This design comes from an exercise in tuning for small area and a short achievable clock period on the open sky130 flow, not from production work. The RTL was checked by simulation tests, not by an equivalence proof against the original design. Power figures rest on the tool's default switching activity, not on a simulated workload.

## flow/run.sh

```bash
#!/bin/bash
# standard layout with plain buf_1 port buffers and a lighter clock tree
set -euo pipefail
export BUFFER_PORTS_ARGS="-buffer_cell sky130_fd_sc_hd__buf_1"
export CTS_ARGS="-sink_clustering_enable -repair_clock_nets -dont_use_dummy_load -buf_list sky130_fd_sc_hd__clkbuf_8 -sink_clustering_size 16 -sink_clustering_max_diameter 50"
bash standard.sh > standard.log 2>&1
```

## standard.sh

```bash
#!/bin/bash
# synth_recipe.tcl (not shown) runs the flow's synth.tcl, then flattens the netlist and writes it again
# the make line also repeats each setting of config.mk as NAME=value (left out here)
make -C /OpenROAD-flow-scripts/flow DESIGN_CONFIG=/design/flow/config.mk WORK_HOME=/design/flow/orfs CLKGATE_MAP_FILE= SYNTH_SCRIPT=/design/flow/synth_recipe.tcl "${@:-finish}"
```

## config.mk

```make
export PLATFORM = sky130hd
export DESIGN_NAME = sdfm_regmap
export DESIGN_NICKNAME = sdfm_regmap
export VERILOG_FILES = /design/flow/design.v
export SDC_FILE = /design/flow/constraint.sdc
export NUM_CORES = 4
export LEC_CHECK = 0
export CAP_MARGIN = 30
export CORE_MARGIN = 2
export CORE_UTILIZATION = 40
export SETUP_SLACK_MARGIN = 3.0
export SLEW_MARGIN = 40
export SYNTH_HIERARCHICAL = 1
```

## constraint.sdc

```tcl
create_clock -name core_clock -period 8.0 [get_ports {SYSCLK}]
set_input_delay 1.6000 -clock core_clock [delete_from_list [all_inputs] [get_ports {SYSCLK}]]
set_output_delay 1.6000 -clock core_clock [all_outputs]
set_load 0.01 [all_outputs]
```

## design.v

```verilog
`timescale 1ns/100ps
package sdfm_pkg;
  typedef enum logic [3:0] {
    REG_NONE,     
    REG_IFLG,
    REG_IFLGCLR,
    REG_CTL,
    REG_DFPARM0,
    REG_DFPARM1,
    REG_CPARM0,
    REG_CPARM1,
    REG_CMPL0,
    REG_CMPL1,
    REG_CMPH0,
    REG_CMPH1,
    REG_FDATA0,
    REG_FDATA1,
    REG_CDATA0,
    REG_CDATA1
  } reg_id_e;
  typedef logic [15:0] reg_sel_t;  
  typedef logic [32-1:0] data_word_t;      
endpackage
`timescale 1ns/100ps
module sdfm_bus_decode
(
  input  logic [16-1:0] addr,
  input  logic                    rd,
  output logic [16:0]             rsel
);
  logic       hit;
  logic [4:0] p_hi;  
  logic [3:0] p_lo;  
  assign hit = rd && (addr[15:8] == 8'h07) && !addr[7] && (addr[1:0] == 2'b00);
  always_comb
  begin
    for (int j = 0; j < 5; j++)
      p_hi[j] = (addr[6:4] == j[2:0]);
    for (int i = 0; i < 4; i++)
      p_lo[i] = (addr[3:2] == i[1:0]);
    for (int k = 0; k < 17; k++)
      rsel[k] = hit && p_hi[k >> 2] && p_lo[k & 3];
    rsel[1]  = 1'b0;  
    rsel[11] = 1'b0;  
    rsel[12] = 1'b0;
  end
endmodule
`timescale 1ns/100ps
module sdfm_hreg #(parameter int W = 32)
(
  input  logic         SYSCLK,
  input  logic         s,
  input  logic         h,
  input  logic [W-1:0] d,
  output logic [W-1:0] q
);
  always_ff @(posedge SYSCLK)
    q <= ({W{s}} & d) | ({W{h}} & q);
endmodule
`timescale 1ns/100ps
module sdfm_aor #(parameter int N = 8)
(
  input  logic [N-1:0] s,
  input  logic [N-1:0] d,
  output logic         y
);
  assign y = |(s & d);
endmodule
module sdfm_read_mux
(
  input  logic [67:0] sel,    
  input  logic        irq,
  input  logic [1:0]  flg_lf,
  input  logic [1:0]  flg_hf,
  input  logic        reg_rsten,
  input  logic        reg_clken,
  input  logic        mien,
  input  logic [15:0] reg_filtdec,
  input  logic [3:0]  reg_filtmode,
  input  logic [7:0]  reg_filtdiv,
  input  logic [1:0]  reg_filten,
  input  logic [1:0]  reg_filtask,
  input  logic [3:0]  reg_filtst,
  input  logic [9:0]  reg_filtsh,
  input  logic [15:0] reg_compdec,
  input  logic [3:0]  reg_compmode,
  input  logic [7:0]  reg_compdiv,
  input  logic [1:0]  reg_compen,
  input  logic [1:0]  reg_compsen,
  input  logic [3:0]  reg_compst,
  input  logic [1:0]  reg_compilen,
  input  logic [1:0]  reg_compihen,
  input  logic [1:0]  reg_complclrflg,
  input  logic [1:0]  reg_comphclrflg,
  input  logic [63:0] reg_compltrd,
  input  logic [63:0] reg_comphtrd,
  input  logic [63:0] fdata,
  input  logic [63:0] cdata,
  output logic [31:0] rdata
);
  sdfm_aor #(13) u_b0 (.s({sel[16], sel[15], sel[14], sel[13], sel[10], sel[9], sel[8], sel[7], sel[6], sel[5], sel[4], sel[3], sel[2]}), .d({cdata[32], cdata[0], fdata[32], fdata[0], reg_comphtrd[32], reg_comphtrd[0], reg_compltrd[32], reg_compltrd[0], reg_compdec[8], reg_compdec[0], reg_filtdec[8], reg_filtdec[0], reg_rsten}), .y(rdata[0]));
  sdfm_aor #(13) u_b1 (.s({sel[16], sel[15], sel[14], sel[13], sel[10], sel[9], sel[8], sel[7], sel[6], sel[5], sel[4], sel[3], sel[2]}), .d({cdata[33], cdata[1], fdata[33], fdata[1], reg_comphtrd[33], reg_comphtrd[1], reg_compltrd[33], reg_compltrd[1], reg_compdec[9], reg_compdec[1], reg_filtdec[9], reg_filtdec[1], reg_clken}), .y(rdata[1]));
  sdfm_aor #(12) u_b2 (.s({sel[16], sel[15], sel[14], sel[13], sel[10], sel[9], sel[8], sel[7], sel[6], sel[5], sel[4], sel[3]}), .d({cdata[34], cdata[2], fdata[34], fdata[2], reg_comphtrd[34], reg_comphtrd[2], reg_compltrd[34], reg_compltrd[2], reg_compdec[10], reg_compdec[2], reg_filtdec[10], reg_filtdec[2]}), .y(rdata[2]));
  sdfm_aor #(12) u_b3 (.s({sel[16], sel[15], sel[14], sel[13], sel[10], sel[9], sel[8], sel[7], sel[6], sel[5], sel[4], sel[3]}), .d({cdata[35], cdata[3], fdata[35], fdata[3], reg_comphtrd[35], reg_comphtrd[3], reg_compltrd[35], reg_compltrd[3], reg_compdec[11], reg_compdec[3], reg_filtdec[11], reg_filtdec[3]}), .y(rdata[3]));
  sdfm_aor #(13) u_b4 (.s({sel[16], sel[15], sel[14], sel[13], sel[10], sel[9], sel[8], sel[7], sel[6], sel[5], sel[4], sel[3], sel[2]}), .d({cdata[36], cdata[4], fdata[36], fdata[4], reg_comphtrd[36], reg_comphtrd[4], reg_compltrd[36], reg_compltrd[4], reg_compdec[12], reg_compdec[4], reg_filtdec[12], reg_filtdec[4], mien}), .y(rdata[4]));
  sdfm_aor #(12) u_b5 (.s({sel[16], sel[15], sel[14], sel[13], sel[10], sel[9], sel[8], sel[7], sel[6], sel[5], sel[4], sel[3]}), .d({cdata[37], cdata[5], fdata[37], fdata[5], reg_comphtrd[37], reg_comphtrd[5], reg_compltrd[37], reg_compltrd[5], reg_compdec[13], reg_compdec[5], reg_filtdec[13], reg_filtdec[5]}), .y(rdata[5]));
  sdfm_aor #(12) u_b6 (.s({sel[16], sel[15], sel[14], sel[13], sel[10], sel[9], sel[8], sel[7], sel[6], sel[5], sel[4], sel[3]}), .d({cdata[38], cdata[6], fdata[38], fdata[6], reg_comphtrd[38], reg_comphtrd[6], reg_compltrd[38], reg_compltrd[6], reg_compdec[14], reg_compdec[6], reg_filtdec[14], reg_filtdec[6]}), .y(rdata[6]));
  sdfm_aor #(12) u_b7 (.s({sel[16], sel[15], sel[14], sel[13], sel[10], sel[9], sel[8], sel[7], sel[6], sel[5], sel[4], sel[3]}), .d({cdata[39], cdata[7], fdata[39], fdata[7], reg_comphtrd[39], reg_comphtrd[7], reg_compltrd[39], reg_compltrd[7], reg_compdec[15], reg_compdec[7], reg_filtdec[15], reg_filtdec[7]}), .y(rdata[7]));
  sdfm_aor #(13) u_b8 (.s({sel[33], sel[32], sel[31], sel[30], sel[27], sel[26], sel[25], sel[24], sel[23], sel[22], sel[21], sel[20], sel[17]}), .d({cdata[40], cdata[8], fdata[40], fdata[8], reg_comphtrd[40], reg_comphtrd[8], reg_compltrd[40], reg_compltrd[8], reg_compmode[2], reg_compmode[0], reg_filtmode[2], reg_filtmode[0], flg_lf[0]}), .y(rdata[8]));
  sdfm_aor #(13) u_b9 (.s({sel[33], sel[32], sel[31], sel[30], sel[27], sel[26], sel[25], sel[24], sel[23], sel[22], sel[21], sel[20], sel[17]}), .d({cdata[41], cdata[9], fdata[41], fdata[9], reg_comphtrd[41], reg_comphtrd[9], reg_compltrd[41], reg_compltrd[9], reg_compmode[3], reg_compmode[1], reg_filtmode[3], reg_filtmode[1], flg_lf[1]}), .y(rdata[9]));
  sdfm_aor #(8) u_b10 (.s({sel[33], sel[32], sel[31], sel[30], sel[27], sel[26], sel[25], sel[24]}), .d({cdata[42], cdata[10], fdata[42], fdata[10], reg_comphtrd[42], reg_comphtrd[10], reg_compltrd[42], reg_compltrd[10]}), .y(rdata[10]));
  sdfm_aor #(8) u_b11 (.s({sel[33], sel[32], sel[31], sel[30], sel[27], sel[26], sel[25], sel[24]}), .d({cdata[43], cdata[11], fdata[43], fdata[11], reg_comphtrd[43], reg_comphtrd[11], reg_compltrd[43], reg_compltrd[11]}), .y(rdata[11]));
  sdfm_aor #(13) u_b12 (.s({sel[33], sel[32], sel[31], sel[30], sel[27], sel[26], sel[25], sel[24], sel[23], sel[22], sel[21], sel[20], sel[17]}), .d({cdata[44], cdata[12], fdata[44], fdata[12], reg_comphtrd[44], reg_comphtrd[12], reg_compltrd[44], reg_compltrd[12], reg_compdiv[4], reg_compdiv[0], reg_filtdiv[4], reg_filtdiv[0], flg_hf[0]}), .y(rdata[12]));
  sdfm_aor #(13) u_b13 (.s({sel[33], sel[32], sel[31], sel[30], sel[27], sel[26], sel[25], sel[24], sel[23], sel[22], sel[21], sel[20], sel[17]}), .d({cdata[45], cdata[13], fdata[45], fdata[13], reg_comphtrd[45], reg_comphtrd[13], reg_compltrd[45], reg_compltrd[13], reg_compdiv[5], reg_compdiv[1], reg_filtdiv[5], reg_filtdiv[1], flg_hf[1]}), .y(rdata[13]));
  sdfm_aor #(12) u_b14 (.s({sel[33], sel[32], sel[31], sel[30], sel[27], sel[26], sel[25], sel[24], sel[23], sel[22], sel[21], sel[20]}), .d({cdata[46], cdata[14], fdata[46], fdata[14], reg_comphtrd[46], reg_comphtrd[14], reg_compltrd[46], reg_compltrd[14], reg_compdiv[6], reg_compdiv[2], reg_filtdiv[6], reg_filtdiv[2]}), .y(rdata[14]));
  sdfm_aor #(12) u_b15 (.s({sel[33], sel[32], sel[31], sel[30], sel[27], sel[26], sel[25], sel[24], sel[23], sel[22], sel[21], sel[20]}), .d({cdata[47], cdata[15], fdata[47], fdata[15], reg_comphtrd[47], reg_comphtrd[15], reg_compltrd[47], reg_compltrd[15], reg_compdiv[7], reg_compdiv[3], reg_filtdiv[7], reg_filtdiv[3]}), .y(rdata[15]));
  sdfm_aor #(12) u_b16 (.s({sel[50], sel[49], sel[48], sel[47], sel[44], sel[43], sel[42], sel[41], sel[40], sel[39], sel[38], sel[37]}), .d({cdata[48], cdata[16], fdata[48], fdata[16], reg_comphtrd[48], reg_comphtrd[16], reg_compltrd[48], reg_compltrd[16], reg_compen[1], reg_compen[0], reg_filten[1], reg_filten[0]}), .y(rdata[16]));
  sdfm_aor #(12) u_b17 (.s({sel[50], sel[49], sel[48], sel[47], sel[44], sel[43], sel[42], sel[41], sel[40], sel[39], sel[38], sel[37]}), .d({cdata[49], cdata[17], fdata[49], fdata[17], reg_comphtrd[49], reg_comphtrd[17], reg_compltrd[49], reg_compltrd[17], reg_compsen[1], reg_compsen[0], reg_filtask[1], reg_filtask[0]}), .y(rdata[17]));
  sdfm_aor #(8) u_b18 (.s({sel[50], sel[49], sel[48], sel[47], sel[44], sel[43], sel[42], sel[41]}), .d({cdata[50], cdata[18], fdata[50], fdata[18], reg_comphtrd[50], reg_comphtrd[18], reg_compltrd[50], reg_compltrd[18]}), .y(rdata[18]));
  sdfm_aor #(8) u_b19 (.s({sel[50], sel[49], sel[48], sel[47], sel[44], sel[43], sel[42], sel[41]}), .d({cdata[51], cdata[19], fdata[51], fdata[19], reg_comphtrd[51], reg_comphtrd[19], reg_compltrd[51], reg_compltrd[19]}), .y(rdata[19]));
  sdfm_aor #(12) u_b20 (.s({sel[50], sel[49], sel[48], sel[47], sel[44], sel[43], sel[42], sel[41], sel[40], sel[39], sel[38], sel[37]}), .d({cdata[52], cdata[20], fdata[52], fdata[20], reg_comphtrd[52], reg_comphtrd[20], reg_compltrd[52], reg_compltrd[20], reg_compst[2], reg_compst[0], reg_filtst[2], reg_filtst[0]}), .y(rdata[20]));
  sdfm_aor #(12) u_b21 (.s({sel[50], sel[49], sel[48], sel[47], sel[44], sel[43], sel[42], sel[41], sel[40], sel[39], sel[38], sel[37]}), .d({cdata[53], cdata[21], fdata[53], fdata[21], reg_comphtrd[53], reg_comphtrd[21], reg_compltrd[53], reg_compltrd[21], reg_compst[3], reg_compst[1], reg_filtst[3], reg_filtst[1]}), .y(rdata[21]));
  sdfm_aor #(8) u_b22 (.s({sel[50], sel[49], sel[48], sel[47], sel[44], sel[43], sel[42], sel[41]}), .d({cdata[54], cdata[22], fdata[54], fdata[22], reg_comphtrd[54], reg_comphtrd[22], reg_compltrd[54], reg_compltrd[22]}), .y(rdata[22]));
  sdfm_aor #(8) u_b23 (.s({sel[50], sel[49], sel[48], sel[47], sel[44], sel[43], sel[42], sel[41]}), .d({cdata[55], cdata[23], fdata[55], fdata[23], reg_comphtrd[55], reg_comphtrd[23], reg_compltrd[55], reg_compltrd[23]}), .y(rdata[23]));
  sdfm_aor #(12) u_b24 (.s({sel[67], sel[66], sel[65], sel[64], sel[61], sel[60], sel[59], sel[58], sel[57], sel[56], sel[55], sel[54]}), .d({cdata[56], cdata[24], fdata[56], fdata[24], reg_comphtrd[56], reg_comphtrd[24], reg_compltrd[56], reg_compltrd[24], reg_compilen[1], reg_compilen[0], reg_filtsh[5], reg_filtsh[0]}), .y(rdata[24]));
  sdfm_aor #(12) u_b25 (.s({sel[67], sel[66], sel[65], sel[64], sel[61], sel[60], sel[59], sel[58], sel[57], sel[56], sel[55], sel[54]}), .d({cdata[57], cdata[25], fdata[57], fdata[25], reg_comphtrd[57], reg_comphtrd[25], reg_compltrd[57], reg_compltrd[25], reg_compihen[1], reg_compihen[0], reg_filtsh[6], reg_filtsh[1]}), .y(rdata[25]));
  sdfm_aor #(10) u_b26 (.s({sel[67], sel[66], sel[65], sel[64], sel[61], sel[60], sel[59], sel[58], sel[55], sel[54]}), .d({cdata[58], cdata[26], fdata[58], fdata[26], reg_comphtrd[58], reg_comphtrd[26], reg_compltrd[58], reg_compltrd[26], reg_filtsh[7], reg_filtsh[2]}), .y(rdata[26]));
  sdfm_aor #(10) u_b27 (.s({sel[67], sel[66], sel[65], sel[64], sel[61], sel[60], sel[59], sel[58], sel[55], sel[54]}), .d({cdata[59], cdata[27], fdata[59], fdata[27], reg_comphtrd[59], reg_comphtrd[27], reg_compltrd[59], reg_compltrd[27], reg_filtsh[8], reg_filtsh[3]}), .y(rdata[27]));
  sdfm_aor #(12) u_b28 (.s({sel[67], sel[66], sel[65], sel[64], sel[61], sel[60], sel[59], sel[58], sel[57], sel[56], sel[55], sel[54]}), .d({cdata[60], cdata[28], fdata[60], fdata[28], reg_comphtrd[60], reg_comphtrd[28], reg_compltrd[60], reg_compltrd[28], reg_complclrflg[1], reg_complclrflg[0], reg_filtsh[9], reg_filtsh[4]}), .y(rdata[28]));
  sdfm_aor #(10) u_b29 (.s({sel[67], sel[66], sel[65], sel[64], sel[61], sel[60], sel[59], sel[58], sel[57], sel[56]}), .d({cdata[61], cdata[29], fdata[61], fdata[29], reg_comphtrd[61], reg_comphtrd[29], reg_compltrd[61], reg_compltrd[29], reg_comphclrflg[1], reg_comphclrflg[0]}), .y(rdata[29]));
  sdfm_aor #(8) u_b30 (.s({sel[67], sel[66], sel[65], sel[64], sel[61], sel[60], sel[59], sel[58]}), .d({cdata[62], cdata[30], fdata[62], fdata[30], reg_comphtrd[62], reg_comphtrd[30], reg_compltrd[62], reg_compltrd[30]}), .y(rdata[30]));
  sdfm_aor #(9) u_b31 (.s({sel[67], sel[66], sel[65], sel[64], sel[61], sel[60], sel[59], sel[58], sel[51]}), .d({cdata[63], cdata[31], fdata[63], fdata[31], reg_comphtrd[63], reg_comphtrd[31], reg_compltrd[63], reg_compltrd[31], irq}), .y(rdata[31]));
endmodule
`timescale 1ns/100ps
module sdfm_regmap
(
  input  logic                    SYSCLK,
  input  logic                    SYSRSTn,
  input  logic [16-1:0] addr,
  input  logic                    wr,
  input  logic                    rd,
  input  logic [32-1:0]  wdata,
  output logic [32-1:0]  rdata,    
  input  logic [63:0]             filt_data_out,
  input  logic [1:0]              filt_data_update,
  input  logic [63:0]             comp_data_out,
  input  logic [1:0]              comp_data_update,
  input  logic [1:0]              comp_data_low,
  input  logic [1:0]              comp_data_high,
  output logic                    reg_rsten,
  output logic                    reg_clken,
  output logic [15:0]             reg_filtdec,
  output logic [3:0]              reg_filtmode,
  output logic [7:0]              reg_filtdiv,
  output logic [1:0]              reg_filten,
  output logic [1:0]              reg_filtask,
  output logic [3:0]              reg_filtst,
  output logic [9:0]              reg_filtsh,
  output logic [15:0]             reg_compdec,
  output logic [3:0]              reg_compmode,
  output logic [7:0]              reg_compdiv,
  output logic [1:0]              reg_compen,
  output logic [1:0]              reg_compsen,
  output logic [3:0]              reg_compst,
  output logic [1:0]              reg_compilen,
  output logic [1:0]              reg_compihen,
  output logic [1:0]              reg_complclrflg,
  output logic [1:0]              reg_comphclrflg,
  output logic [63:0]             reg_compltrd,
  output logic [63:0]             reg_comphtrd,
  output logic                    irq
);
  logic       dev_ok;
  logic [5:0] widx;
  logic [16:0] sel;      
  logic [16:0] wsel;     
  assign dev_ok = (addr[15:8] == 8'h07) && (addr[1:0] == 2'b00);
  assign widx   = addr[7:2];
  always_comb
    for (int k = 0; k < 17; k++)
      sel[k] = (widx == k[5:0]);
  assign wsel = (wr && dev_ok) ? sel : '0;
  logic [16:0] ws, wh;
  assign ws = SYSRSTn ? wsel  : '0;
  assign wh = SYSRSTn ? ~wsel : '0;
  logic        mien;
  logic [63:0] fdata, cdata;
  logic [1:0]  fs, fh, cs, ch;
  assign fs = SYSRSTn ? filt_data_update  : 2'b00;
  assign fh = SYSRSTn ? ~filt_data_update : 2'b00;
  assign cs = SYSRSTn ? comp_data_update  : 2'b00;
  assign ch = SYSRSTn ? ~comp_data_update : 2'b00;
  sdfm_hreg #(3) u_ctl (.SYSCLK, .s(ws[2]), .h(wh[2]), .d({wdata[4], wdata[1:0]}),
                        .q({mien, reg_clken, reg_rsten}));
  for (genvar i = 0; i < 2; i++)
  begin : g_ch
    sdfm_hreg #(23) u_dfparm (.SYSCLK, .s(ws[3+i]), .h(wh[3+i]),
      .d({wdata[28:24], wdata[21:20], wdata[17], wdata[16], wdata[15:12], wdata[9:8], wdata[7:0]}),
      .q({reg_filtsh[i*5 +: 5], reg_filtst[i*2 +: 2], reg_filtask[i], reg_filten[i],
          reg_filtdiv[i*4 +: 4], reg_filtmode[i*2 +: 2], reg_filtdec[i*8 +: 8]}));
    sdfm_hreg #(22) u_cparm (.SYSCLK, .s(ws[5+i]), .h(wh[5+i]),
      .d({wdata[29], wdata[28], wdata[25], wdata[24], wdata[21:20], wdata[17], wdata[16],
          wdata[15:12], wdata[9:8], wdata[7:0]}),
      .q({reg_comphclrflg[i], reg_complclrflg[i], reg_compihen[i], reg_compilen[i],
          reg_compst[i*2 +: 2], reg_compsen[i], reg_compen[i], reg_compdiv[i*4 +: 4],
          reg_compmode[i*2 +: 2], reg_compdec[i*8 +: 8]}));
    sdfm_hreg #(32) u_cmpl (.SYSCLK, .s(ws[7+i]), .h(wh[7+i]), .d(wdata), .q(reg_compltrd[i*32 +: 32]));
    sdfm_hreg #(32) u_cmph (.SYSCLK, .s(ws[9+i]), .h(wh[9+i]), .d(wdata), .q(reg_comphtrd[i*32 +: 32]));
    sdfm_hreg #(32) u_fdata (.SYSCLK, .s(fs[i]), .h(fh[i]), .d(filt_data_out[i*32 +: 32]), .q(fdata[i*32 +: 32]));
    sdfm_hreg #(32) u_cdata (.SYSCLK, .s(cs[i]), .h(ch[i]), .d(comp_data_out[i*32 +: 32]), .q(cdata[i*32 +: 32]));
  end
  logic [1:0] flg_lf, flg_hf;
  logic       clr_wr;
  assign clr_wr = wsel[1];
  always_ff @(posedge SYSCLK)
  begin
    if (!SYSRSTn)
    begin
      flg_lf <= '0;
      flg_hf <= '0;
      irq    <= 1'b0;
    end
    else
    begin
      for (int i = 0; i < 2; i++)
      begin
        if (comp_data_update[i] && reg_complclrflg[i])
          flg_lf[i] <= comp_data_low[i];
        else if (comp_data_update[i] && comp_data_low[i])
          flg_lf[i] <= 1'b1;
        else if (clr_wr && wdata[8 + i])
          flg_lf[i] <= 1'b0;
        if (comp_data_update[i] && reg_comphclrflg[i])
          flg_hf[i] <= comp_data_high[i];
        else if (comp_data_update[i] && comp_data_high[i])
          flg_hf[i] <= 1'b1;
        else if (clr_wr && wdata[12 + i])
          flg_hf[i] <= 1'b0;
      end
      if (mien && |((reg_compilen & flg_lf) | (reg_compihen & flg_hf)))
        irq <= 1'b1;
      else if (clr_wr && wdata[31])
        irq <= 1'b0;
    end
  end
  logic [67:0] rsel;
  for (genvar g = 0; g < 4; g++)
  begin : g_rdec
    sdfm_bus_decode u_rdec (.addr, .rd, .rsel(rsel[g*17 +: 17]));
  end
  sdfm_read_mux u_rmux (
    .sel (rsel),
    .irq,
    .flg_lf,
    .flg_hf,
    .reg_rsten,
    .reg_clken,
    .mien,
    .reg_filtdec,
    .reg_filtmode,
    .reg_filtdiv,
    .reg_filten,
    .reg_filtask,
    .reg_filtst,
    .reg_filtsh,
    .reg_compdec,
    .reg_compmode,
    .reg_compdiv,
    .reg_compen,
    .reg_compsen,
    .reg_compst,
    .reg_compilen,
    .reg_compihen,
    .reg_complclrflg,
    .reg_comphclrflg,
    .reg_compltrd,
    .reg_comphtrd,
    .fdata,
    .cdata,
    .rdata
  );
endmodule
```

==> run summary, run 1 <==
status=no timing/DRC/antenna violations; # port buffers=440; critical path class=in -> out; Die Wd=slightly below 200 µm; Die Y=about 190 µm; Worst EP required=6.40 ns; H-tree Lvls=2; # setup viols final=0; cells along the critical path=buf_2 -> nor4_4 -> buf_4 -> nand3_1 -> nor2_4 -> buf_4 -> a221oi_2 -> nand3_1 -> buf_1; Reg clk slew, reported paths=about 0.09 ns; final setup skew=0.0555 ns; maximum root-to-sink buffer count=3; worst slew pin tran=0.873 ns; first-pass GRT wire length=85.1 mm; post-cts hold buffer count=0; static leakage=0.00661 µW; met2 WL=27.0 mm; CP Capture Type=output port; Final HPWL DP=43.2 mm; Vias/cell=6.33; clock root cell=clkbuf_8; WP buf/inv=4; Max Freq=202 MHz; final hold violations=0; post-route antenna net violation count=0; DRT iter0 DRCs=990; Post-Layout Cell Count=approximately 2100; I/O pin cnt=441; crit share post-route=61.8%; Top Metal Used=met5; Cells after Synth=around 1200; Setup crit start=addr[11]; WP data arrival=3.34 ns; CP peak stage delay=0.35 ns; Slew Limit Headroom=41.7%; WL met1=25.4 mm; Net Count, Synth=roughly 1400; drt wl/cell=28.2 µm; pin count of the biggest net entering global routing=37; first-pass iteration count of the detailed router=7; Worst Hold Class=reg -> reg; setup TNS=0 ns; area of the mapped netlist=0.0142 mm²; Inst Count DP=slightly above 2000; total chip power=3060 µW; RD Place Congestion=roughly 0.93; total vias in the final route=13600; Setup crit start kind=input pin; area of the core=0.0347 mm²; CP delay by family, top=simple AND/OR/NAND/NOR gates; RR Startpoint=g_ch[0].u_cparm.q[18]; max_cap viols=0; slowest CP cell=nor2_4; Starting Density=40.9%; r2r setup slk=7.00 ns; Max Slew Vio Count=0; crit path max fanout=8; fin crit period=4.94 ns; syn_area_per_cell=11.9 µm²; DR DRC count=0; Num CTS Buffers=37; GRT overflow=0; CP Depth=9; Area Overhead vs Synth=25.9%; Synth Warn #=12; initial antenna violation count=8; Std-Cell Rows=68; DR WL met3=5.85 mm; clock latency on the worst-skew pair=0.54 ns; number of global-route vias before repair=13000; full die area=0.0370 mm²; CTS tree=yes; end of the worst register-to-register path=irq; Global Route Usage Sum=31.0%; Setup crit end=rdata[24]; final WL=60.3 mm; layout cells sized above 1=18.5%; Peak supply drop=0.110 mV; hold_ws=between 0.4 and 0.5 ns; final net count=1869; Fillers=3298; clock sinks=about 350; Pwr Density=171 mW/mm²; Reg2Reg Depth=3; RSZ-0062 raised after global routing=no
==> metal layers <==
metal / global-route usage, % / up-vias
li1: - / 5874
met1: 41.8 / 6668
met2: 48.3 / 859
met3: 6.66 / 160
met4: 12.5 / 4
met5: 0 / -
==> registers in the layout (all words and copies together) (netlist names) <==
name and flops:
g_ch.u_dfparm.q 46, g_ch.u_fdata.q 64, g_ch.u_cparm.q 44, flg_hf 2
g_ch.u_cmph.q 64, g_ch.u_cmpl.q 64, g_ch.u_cdata.q 64, irq 1
flg_lf 2, u_ctl.q 3
==> cell usage in the layout (no fill, tap or decap), types with 6 or more instances in the layout <==
cell type / n
a21oi_1: 6
a221oi_2: 49
a222oi_1: 8
a22o_1: 384
a22o_2: 24
a22oi_1: 59
and3_1: 7
buf_1: 428
buf_12: 8
buf_16: 12
buf_4: 58
buf_6: 7
clkbuf_8: 38
dfxtp_1: 354
diode_2: 8
inv_1: 8
nand2_1: 23
nand3_1: 32
nand4_1: 14
nand4b_1: 8
nor2_1: 12
nor2_4: 32
nor3_4: 9
nor4_2: 6
nor4_4: 11
==> stage by stage <==
step / area (µm²) / util (%) / setup WS [ns]
3_5_place_dp: 16400 / 47.3 / 2.39
3_3_place_gp: 15900 / 45.9 / 2.23
2_1_floorplan: 14200 / - / 3.12
5_1_grt: 17900 / 51.5 / 2.98
4_1_cts: 17500 / 50.3 / 3.00
6_report: 17900 / 51.5 / 3.06
==> where the power goes <==
group,switching (µW),internal (µW),total (µW)
clock,587,413,1000
sequential,29.4,1800,1830
combinational,152,79.5,232
==> cell type report <==
type	count	area, µm²	area share, %
antenna	8	20.0	0.112
clock buffer	37	509	2.85
inverter	8	30.0	0.168
multi-input combinational	754	6950	38.9
sequential	354	7090	39.7
tap	455	569	3.19
timing repair buffer	526	2710	15.2
==> worst min path at each step <==
stage               slack [ns]                  start  cells past startpoint               endpoint
floorplan                 0.44   g_ch[1].u_fdata.q[0]                      1   g_ch[1].u_fdata.q[0]
global placement          0.45  g_ch[0].u_cdata.q[23]                      1  g_ch[0].u_cdata.q[23]
detailed placement        0.45   g_ch[0].u_fdata.q[5]                      1   g_ch[0].u_fdata.q[5]
CTS                       0.46             u_ctl.q[2]                      2                    irq
global route              0.47             u_ctl.q[2]                      2                    irq
finish                    0.45             u_ctl.q[2]                      2                    irq
==> worst min-delay path, stage by stage (launching register included) <==
cell     delay, ns
dfxtp_1       0.32
o21ai_0       0.08
a21oi_1       0.06
==> what timing repair did <==
item | in CTS | in global routing
buffers inserted | 32 | 22
pin swaps | 27 | 19
gates resized for setup | 63 | 33
endpoints found under the setup margin | 32 | 32
==> inputs of run 2 (changes only) <==
--- a/design.v
+++ b/design.v
@@ -24,26 +24,33 @@
 `timescale 1ns/100ps
 module sdfm_bus_decode
 (
+  input  logic [6:2]  widx,
+  output logic [16:0] sel
+);
+  always_comb
+  begin
+    for (int k = 0; k < 17; k++)
+      sel[k] = (widx == k[4:0]);
+    sel[1]  = 1'b0;  
+    sel[11] = 1'b0;  
+    sel[12] = 1'b0;
+  end
+endmodule
+module sdfm_read_hit
+(
   input  logic [16-1:0] addr,
   input  logic                    rd,
-  output logic [16:0]             rsel
-);
-  logic       hit;
-  logic [4:0] p_hi;  
-  logic [3:0] p_lo;  
+  output logic                    hit
+);
   assign hit = rd && (addr[15:8] == 8'h07) && !addr[7] && (addr[1:0] == 2'b00);
-  always_comb
-  begin
-    for (int j = 0; j < 5; j++)
-      p_hi[j] = (addr[6:4] == j[2:0]);
-    for (int i = 0; i < 4; i++)
-      p_lo[i] = (addr[3:2] == i[1:0]);
-    for (int k = 0; k < 17; k++)
-      rsel[k] = hit && p_hi[k >> 2] && p_lo[k & 3];
-    rsel[1]  = 1'b0;  
-    rsel[11] = 1'b0;  
-    rsel[12] = 1'b0;
-  end
+endmodule
+module sdfm_read_gate
+(
+  input  logic a,
+  input  logic b,
+  output logic y
+);
+  assign y = a & b;
 endmodule
 `timescale 1ns/100ps
 module sdfm_hreg #(parameter int W = 32)
@@ -244,9 +251,16 @@
     end
   end
   logic [67:0] rsel;
+  logic [3:0]  rhit;
+  logic [31:0] rraw;
   for (genvar g = 0; g < 4; g++)
   begin : g_rdec
-    sdfm_bus_decode u_rdec (.addr, .rd, .rsel(rsel[g*17 +: 17]));
+    sdfm_bus_decode u_rdec (.widx(addr[6:2]), .sel(rsel[g*17 +: 17]));
+    sdfm_read_hit   u_rhit (.addr, .rd, .hit(rhit[g]));
+  end
+  for (genvar b = 0; b < 32; b++)
+  begin : g_rgate
+    sdfm_read_gate u_rgate (.a(rhit[b / 8]), .b(rraw[b]), .y(rdata[b]));
   end
   sdfm_read_mux u_rmux (
     .sel (rsel),
@@ -277,6 +291,6 @@
     .reg_comphtrd,
     .fdata,
     .cdata,
-    .rdata
+    .rdata (rraw)
   );
 endmodule
==> run summary, run 2 <==
Reg clk slew, reported paths=0.07 ns (-0.02 ns); Die Wd=192 µm (about the same); most frequent cells in the layout=buf_1, a22o_1, dfxtp_1, a22oi_1, a221oi_2; hold_ws=0.475 ns (+0.0235 ns); # setup viols final=0 (unchanged); status=no timing/DRC/antenna violations; worst slew pin tran=0.872 ns (-0.000699 ns); I/O pin cnt=441 (unchanged); Fillers=3302 (+0.12%); CP Capture Type=output port; clock latency on the worst-skew pair=0.56 ns (+0.02 ns); Area Overhead vs Synth=22.8%; Slew Limit Headroom=41.8% (+0.11 points); crit path max fanout=40 (+32); area of the mapped netlist=0.0142 mm² (-0.15%); Worst EP required=6.40 ns (about the same); final hold violations=0 (unchanged); RD Place Congestion=0.949 (+2.1%); Cells after Synth=1185 (-0.34%); area of the multi-input gates=0.00679 mm² (-2.3%); final net count=1836 (-1.8%); drt wl/cell=28.6 µm (+1.4%); first-pass iteration count of the detailed router=6 (-1); clock root cell=clkbuf_8; Synth Warn #=12 (unchanged); H-tree Lvls=2 (unchanged); GRT overflow=0 (unchanged); Net Count, Synth=1373 (-0.29%); Seq. cell area=0.00709 mm² (unchanged); first-pass GRT wire length=85.4 mm (+0.38%); Num CTS Buffers=41 (+11%); Worst Hold Class=reg -> reg; DRT iter0 DRCs=1278 (+29%); final WL=60.2 mm (-0.24%); # port buffers=440 (unchanged); post-route antenna net violation count=0 (unchanged); number of global-route vias before repair=12700 (-2.4%); r2r setup slk=6.88 ns (-0.12 ns); maximum root-to-sink buffer count=3 (unchanged); Global Route Usage Sum=31.4% (+0.36 points); Max Freq=202 MHz (about the same); Max Slew Vio Count=0 (unchanged); RSZ-0062 raised after global routing=no; static leakage=0.00634 µW (-4.1%); Pwr Density=182 mW/mm² (+5.9%); Starting Density=40.8% (-0.061 points); pin count of the biggest net entering global routing=41 (+11%); syn_area_per_cell=12.0 µm² (+0.19%); clock sinks=354 (unchanged); most common cell after layout, fill and taps aside=buf_1; area of the core=0.0347 mm² (unchanged); max_cap viols=0 (unchanged); critical path class=in -> out; total chip power=3160 µW (+3.1%); WP data arrival=3.34 ns (about the same); Setup crit start kind=input pin; CTS tree=yes; fin crit period=4.94 ns (-0.00408 ns); Die Y=192 µm (about the same); layout cells sized above 1=15.2% (-3.3 points); total vias in the final route=13300 (-2.0%); DR DRC count=0 (unchanged); cells along the critical path=buf_8 -> nand2b_4 -> nor4_2 -> buf_4 -> a22o_1 -> a221oi_4 -> nand3_1 -> and2_1 -> buf_1; CP peak stage delay=0.28 ns (-0.07 ns); Std-Cell Rows=68 (unchanged); final setup skew=0.0314 ns (-0.0241 ns); post-cts hold buffer count=0 (unchanged); Final HPWL DP=43.4 mm (+0.46%); initial antenna violation count=9 (+1); Vias/cell=6.31 (-0.38%); CP delay by family, top=simple AND/OR/NAND/NOR gates; Peak supply drop=0.105 mV (-4.3%); crit share post-route=61.7% (about the same); full die area=0.0369 mm² (-0.15%); WP buf/inv=3 (-1); slowest CP cell=a22o_1; setup TNS=0 ns (unchanged)
## run 2: routing by layer
metal | vias to the layer above | track usage [%] | part of all wire, %
li1 | 5795 | - | -
met5 | - | 0 | 0.095
met1 | 6559 | 42.6 | 41
met2 | 801 | 48.8 | 45
met3 | 129 | 6.94 | 10
met4 | 8 | 11.3 | 3.2
## run 2: timing repair
item	in CTS	in global routing
resized for setup	37	23
endpoints found under the setup margin	32	26
pin swaps	6	2
buffers inserted	9	4
## run 2: final cells by class
type,count,share of cell area (%)
Sequential cell,354,40.7
Inverter,8,0.173
Tap cell,455,3.27
Multi-Input combinational cell,750,39.0
Antenna cell,6,0.0863
Timing Repair Buffer,493,13.5
Clock buffer,41,3.24
## run 2: power by group
part | total [µW] | switching (µW) | internal [µW]
registers | 1830 | 27.9 | 1800
logic | 263 | 174 | 89.7
clock network | 1070 | 609 | 456
total | 3160 | 810 | 2350
## run 2: worst paths after layout
path	from	end	cells past startpoint
hold reg to reg	g_ch[0].u_cdata.q[19]	g_ch[0].u_cdata.q[19]	1
setup / recovery	addr[2]	rdata[3]	9
hold / removal	g_ch[0].u_cdata.q[19]	g_ch[0].u_cdata.q[19]	1
setup reg to reg	g_ch[0].u_cparm.q[19]	irq	3
## run 2: stage by stage
step	util, %	std cells	setup WS (ns)	cell area [µm²]
floorplan	-	1185	3.03	14200
global placement	46.2	2035	2.13	16000
detailed placement	47.3	2047	2.30	16400
CTS	49.7	2097	2.98	17200
global route	50.1	2104	3.00	17400
finish	50.1	2107	3.06	17400
==> inputs of run 3 (changes only) <==
--- a/config.mk
+++ b/config.mk
@@ -8,6 +8,6 @@
 export CAP_MARGIN = 30
 export CORE_MARGIN = 2
 export CORE_UTILIZATION = 40
-export SETUP_SLACK_MARGIN = 3.0
+export SETUP_SLACK_MARGIN = 3.4
 export SLEW_MARGIN = 40
 export SYNTH_HIERARCHICAL = 1
==> run summary, run 3 <==
status=no timing/DRC/antenna violations; most common cell after layout, fill and taps aside=buf_1; Max Slew Vio Count=0 (unchanged); switching power=835 µW (+3.0%); clock sinks=354 (unchanged); layout cells sized above 1=23.0% (+7.8 points); area of the core=0.0347 mm² (unchanged); Hold Path Depth=1 (unchanged); CTS tree=yes; total vias in the final route=13800 (+3.9%); Std-Cell Rows=68 (unchanged); Starting Density=40.8% (unchanged); Reg power frac=56.9% (-1.0 points); Gate power share=9.9% (+1.6 points); most frequent cells in the layout=buf_1, a22o_1, dfxtp_1, buf_4, a221oi_2; initial antenna violation count=7 (-2); CP peak stage delay=0.42 ns (+0.14 ns); Fillers=3119 (-5.5%); crit share post-route=61.5% (-0.27 points); Cells after Synth=1185 (unchanged); number of global-route vias before repair=13200 (+3.8%); Post-Place Cell Area=0.0165 mm² (+0.41%); Reg2Reg Depth=3 (unchanged); Global Route Usage Sum=32.7% (+1.3 points); pin count of the biggest net entering global routing=35 (-15%); Clock power frac=33.2% (-0.5 points); setup TNS=0 ns (unchanged); worst slew pin tran=0.846 ns (-0.0259 ns); total chip power=3220 µW (+2.0%); slowest CP cell=or3_4; Worst EP required=6.40 ns (about the same); Die Y=192 µm (unchanged); RD Place Congestion=0.973 (+2.5%); Peak supply drop=0.122 mV (+17%); Hold EP=g_ch[0].u_fdata.q[16]; CP Capture Type=output port; # port buffers=440 (unchanged); Vias/cell=6.33 (+0.36%); Area Overhead vs Synth=32.2%; Die Wd=192 µm (unchanged); final WL=63.1 mm (+4.9%); critical path class=in -> out; Num CTS Buffers=41 (unchanged); full die area=0.0369 mm² (unchanged); crit path max fanout=7 (-83%); first-pass iteration count of the detailed router=5 (-1); Reg clk slew, reported paths=0.06 ns (about the same); GRT overflow=0 (unchanged); Int Pwr=2380 µW (+1.6%); Seq. cell area=0.00709 mm² (unchanged); critical hold path startpoint=g_ch[0].u_fdata.q[16]; drt wl/cell=28.9 µm (+1.4%); RR Startpoint=g_ch[0].u_cparm.q[19]; RSZ-0062 raised after global routing=yes; final hold violations=0 (unchanged); fin area=0.0187 mm² (+7.7%); Max Freq=203 MHz (+0.45%); final net count=1909 (+4.0%); DR DRC count=0 (unchanged); cells along the critical path=clkbuf_16 -> buf_12 -> or3_4 -> nor3b_4 -> buf_6 -> a22o_1 -> a221oi_2 -> nand4_1 -> and2_1 -> buf_2; static leakage=0.00710 µW (+12%); H-tree Lvls=2 (unchanged); I/O pin cnt=441 (unchanged); fin crit period=4.92 ns (-0.0220 ns); # setup viols final=0 (unchanged); final setup skew=0.0103 ns (-0.0211 ns); WP data arrival=3.32 ns (-0.02 ns); clock latency on the worst-skew pair=0.56 ns (about the same); first-pass GRT wire length=89.1 mm (+4.3%); maximum root-to-sink buffer count=3 (unchanged); max_cap viols=0 (unchanged); Slew Limit Headroom=43.5% (+1.7 points); Worst Hold Class=reg -> reg; syn_area_per_cell=12.0 µm² (unchanged); r2r setup slk=6.83 ns (-0.05 ns); area of the multi-input gates=0.00705 mm² (+3.9%); DRT iter0 DRCs=1330 (+4.1%); end of the worst register-to-register path=irq; Final HPWL DP=43.8 mm (+1.0%); Synth Warn #=12 (unchanged); Net Count, Synth=1373 (unchanged); Setup crit start kind=input pin; Pwr Density=172 mW/mm² (-5.3%); post-route antenna net violation count=0 (unchanged); area of the mapped netlist=0.0142 mm² (unchanged); clock root cell=clkbuf_8; fin util=54.0% (+3.8 points); switching part of the total=25.9% (+0.27 points)
==> run 3: worst max-delay path: cells and delay by family <==
family	cells	cell delay [ns]
compound gates	2	0.19
buf+inv	4	0.54
simple gates	4	0.98
==> run 3: metal layers <==
layer / vias to the layer above / track usage, % / part of all wire [%]
met3: 159 / 6.10 / 9.7
met5: - / 0 / 0
met2: 948 / 50.3 / 44
met4: 0 / 12.9 / 3.8
li1: 5945 / - / -
met1: 6756 / 45.0 / 42
==> run 3: layout make-up <==
| class | count | share of cell area (%) |
|---|---|---|
| Clock buffer | 41 | 3.01 |
| Timing Repair Buffer | 566 | 18.2 |
| Antenna cell | 7 | 0.0935 |
| Multi-Input combinational cell | 750 | 37.6 |
| Tap cell | 455 | 3.04 |
| Inverter | 8 | 0.180 |
| Sequential cell | 354 | 37.8 |
==> run 3: per-stage QoR <==
stage	cells	setup WS, ns	hold WS [ns]
detailed placement	2044	2.18	0.456
global route	2178	3.04	0.483
floorplan	1185	3.40	0.439
CTS	2153	3.10	0.475
global placement	2026	2.12	0.452
finish	2181	3.08	0.477
==> run 3: timing repair <==
action,in CTS,in global routing
setup buffers,60,21
endpoints found under the setup margin,32,32
pin swaps,59,50
gates cloned,8,0
gates resized for setup,140,57
hold buffers,0,0
==> run 3: power by group through the flow <==
stage	Combinational (µW)	Sequential (µW)	Clock, µW
floorplan	121	1860	0
global placement	222	1870	0
detailed placement	248	1870	0
CTS	300	1830	1090
global route	331	1840	1150
finish	318	1830	1070
==> run 3: how the worst max path moves through the flow <==
stage / startpoint / to / slack [ns] / depth (start not counted)
floorplan: addr[3] / rdata[0] / 3.40 / 6
global placement: addr[4] / rdata[12] / 2.12 / 8
detailed placement: addr[3] / rdata[1] / 2.18 / 9
CTS: addr[2] / rdata[29] / 3.10 / 10
global route: addr[2] / rdata[29] / 3.04 / 10
finish: addr[2] / rdata[26] / 3.08 / 10

what the ideal ports hide:
No port has a modelled driver above. Below, the same layouts with a new extraction and two added sets of constraints. Step 1, drivers: a clkbuf_16 drives SYSCLK and a buf_2 each remaining input, both assumed. Step 2, shift: input delay + t, output delay - t, t = (earliest + latest rising clock arrival at the registers) / 2. This alone moves slack from input paths to output paths. Slacks: no drivers / after step 1 / after step 2; pairs: no drivers / after step 1.
run | shift t [ns] | setup slack, ns | slew at the worst register clock pin (ns) | pins driven straight from the clock port
run 1 | 0.576 | 3.056 / 2.997 / 2.997 | 0.10 / 0.10 | 1
run 2 | 0.590 | 3.060 / 3.001 / 3.001 | 0.10 / 0.10 | 1
run 3 | 0.613 | 3.082 / 2.968 / 2.968 | 0.10 / 0.10 | 1
After both steps setup and hold are still met in every run listed. For run 3, which loses most, drivers alone change the setup slack by -0.114 ns; drivers and shift together by -0.114 ns.
